From an optimization exercise on the open Yosys and OpenROAD flow, aimed at small area, a short achievable clock period and few clock cycles; shortcuts taken in it are not production practice.
Power and IR drop assume default switching activity.

## link_framer_top
module link_framer_top (
  input  logic       aclk,
  input  logic       aresetn,
  input  logic       in_tvalid,
  output logic       in_tready,
  input  logic [7:0] in_tdata,
  input  logic       in_tlast,
  output logic       out_tvalid,
  input  logic       out_tready,
  output logic [7:0] out_tdata,
  output logic       out_tlast
);
export LEC_CHECK = 0
export CAP_MARGIN = 20
export CORE_AREA = 3 3 61 61
export CTS_BUF_LIST = sky130_fd_sc_hd__clkbuf_1
export DIE_AREA = 0 0 64 64
export SETUP_SLACK_MARGIN = 2.0
export SLEW_MARGIN = 20
export SYNTH_HIERARCHICAL = 1
export SYNTH_MINIMUM_KEEP_SIZE = 0
create_clock -name core_clock -period 4.5 [get_ports {aclk}]
standard.sh (not shown) runs the stock make flow with config.mk's settings and CLKGATE_MAP_FILE= SYNTH_SCRIPT=/design/flow/synth_recipe.tcl, a recipe that flattens the netlist after the stock synthesis.
==> flow/flow/run.sh <==
#!/bin/bash
# The standard layout (the standard.sh) with extra ORFS settings:
# BUFFER_PORTS_ARGS="-buffer_cell sky130_fd_sc_hd__buf_1" RECOVER_POWER=100
# make's full output goes to standard.log; each ORFS step keeps its own log under orfs/logs.
set -euo pipefail
bash standard.sh BUFFER_PORTS_ARGS="-buffer_cell sky130_fd_sc_hd__buf_1" RECOVER_POWER=100 finish > standard.log 2>&1
==> next run, changes <==
==> flow/flow/run.sh (replaced) <==
#!/bin/bash
# The standard layout (the standard.sh) with extra ORFS settings:
# BUFFER_PORTS_ARGS="-buffer_cell sky130_fd_sc_hd__buf_1"
# make's full output goes to standard.log; each ORFS step keeps its own log under orfs/logs.
set -euo pipefail
bash standard.sh BUFFER_PORTS_ARGS="-buffer_cell sky130_fd_sc_hd__buf_1" finish > standard.log 2>&1
- CTS_CLUSTER_DIAMETER: not set -> 100
- CTS_CLUSTER_SIZE: not set -> 4
- SETUP_SLACK_MARGIN: 2.0 -> 2.2
The new run passed the timing, DRC and antenna checks.
Area after synthesis does not change.
Worst setup slack improves by 53 ps.
Utilization rises by 1.4 points.
Die area does not change.
Sequential power falls by about 0.9%.
==> next run, changes <==
- ABC_AREA: not set -> 1
- CTS_CLUSTER_DIAMETER: 100 -> not set
- CTS_CLUSTER_SIZE: 4 -> not set
- SETUP_SLACK_MARGIN: 2.2 -> not set
Outcome: Register-to-register slack got worse by 30 ps. Design area came out higher by roughly a tenth. Maximum frequency came out lower by a few percent. Sequential share of layout area falls by 1.3 points. Wire length increases by a few percent.
==> next run, changes <==
==> flow/flow/run.sh (replaced) <==
#!/bin/bash
# The standard layout (the standard.sh) with extra ORFS settings:
# BUFFER_PORTS_ARGS="-buffer_cell sky130_fd_sc_hd__buf_1" RECOVER_POWER=100
# make's full output goes to standard.log; each ORFS step keeps its own log under orfs/logs.
set -euo pipefail
bash standard.sh BUFFER_PORTS_ARGS="-buffer_cell sky130_fd_sc_hd__buf_1" RECOVER_POWER=100 finish > standard.log 2>&1
- ABC_AREA: 1 -> not set
- SETUP_SLACK_MARGIN: not set -> 2.4
What happened: Register-to-register slack stays flat. Clock skew goes up by 21 ps. Power goes up by roughly a tenth. Setup slack loses 200 ps. Routed wire length goes up by a few percent. Utilization goes up by 0.76 points. Clock power goes up by a few percent. Worst hold slack loses 23 ps.
==> next run, changes <==
==> flow/flow/run.sh (replaced) <==
#!/bin/bash
# The standard layout (the standard.sh) with extra ORFS settings:
# BUFFER_PORTS_ARGS="-buffer_cell sky130_fd_sc_hd__buf_1"
# make's full output goes to standard.log; each ORFS step keeps its own log under orfs/logs.
set -euo pipefail
bash standard.sh BUFFER_PORTS_ARGS="-buffer_cell sky130_fd_sc_hd__buf_1" finish > standard.log 2>&1
- ABC_AREA: not set -> 1
- SETUP_SLACK_MARGIN: 2.4 -> 1.8
Result:
- clock power shrinks by about 3%
- total power is lower by 11%
- global-route usage increases by 0.55 points
- register-to-register slack is better by 160 ps
- fmax rose by 7.9%
==> next run, changes <==
==> flow/flow/run.sh (replaced) <==
#!/bin/bash
# The standard layout (the standard.sh) with extra ORFS settings:
# BUFFER_PORTS_ARGS="-buffer_cell sky130_fd_sc_hd__buf_1" RECOVER_POWER=100
# make's full output goes to standard.log; each ORFS step keeps its own log under orfs/logs.
set -euo pipefail
bash standard.sh BUFFER_PORTS_ARGS="-buffer_cell sky130_fd_sc_hd__buf_1" RECOVER_POWER=100 finish > standard.log 2>&1
- ABC_AREA: 1 -> not set
- SETUP_SLACK_MARGIN: 1.8 -> 2.2
Outcome:
- final area went down by about 16%
- critical path depth shrinks by 2
- non-clock buffer count went up by 3
- final cell count decreases by about 30%
- power went up by about 2.4%
- via count fell by about 22%
- utilization goes down by 2.8 points
- clock-buffer cell count is unchanged
- sequential power falls by 19%
No run of this note included a check of the RTL's function; only the layout flow was run.

-- port drivers added, routing unchanged --
The flow's constraints put no driver on any port. The routed layouts listed below were extracted and timed again, unchanged, in two steps.
Step 1 assumes that a clkbuf_16 drives the clock port and a buf_2 every other input.
Step 2 adds t to the input delays and takes it off the output delays; t is the mean of the earliest and latest rising clock arrival at the registers after step 1. Input paths then give back, and output paths get back, about the clock's delay inside the block.
a / b / c = no drivers / after step 1 / after step 2; a / b = the first two.
run	t, ns	slack for setup (ns)	worst setup path at the end	latest minus earliest clock arrival (ns)
the first run	0.215	2.051 / 2.029 / 2.029	input to output	0.011 / 0.011
the second run	0.223	2.104 / 2.080 / 2.080	input to output	0.014 / 0.013
the third run	0.217	2.022 / 1.998 / 1.998	input to output	0.002 / 0.001
the fourth run	0.227	1.826 / 1.811 / 2.014	input to output	0.023 / 0.023
the fifth run	0.224	2.022 / 1.998 / 1.998	input to output	0.001 / 0.002
the sixth run	0.223	2.052 / 2.013 / 2.013	input to output	0.014 / 0.013
After both steps every run listed still meets setup and hold. The setup slack of the sixth run, which loses most, moves by -0.039 ns with the drivers and by -0.039 ns with both steps.
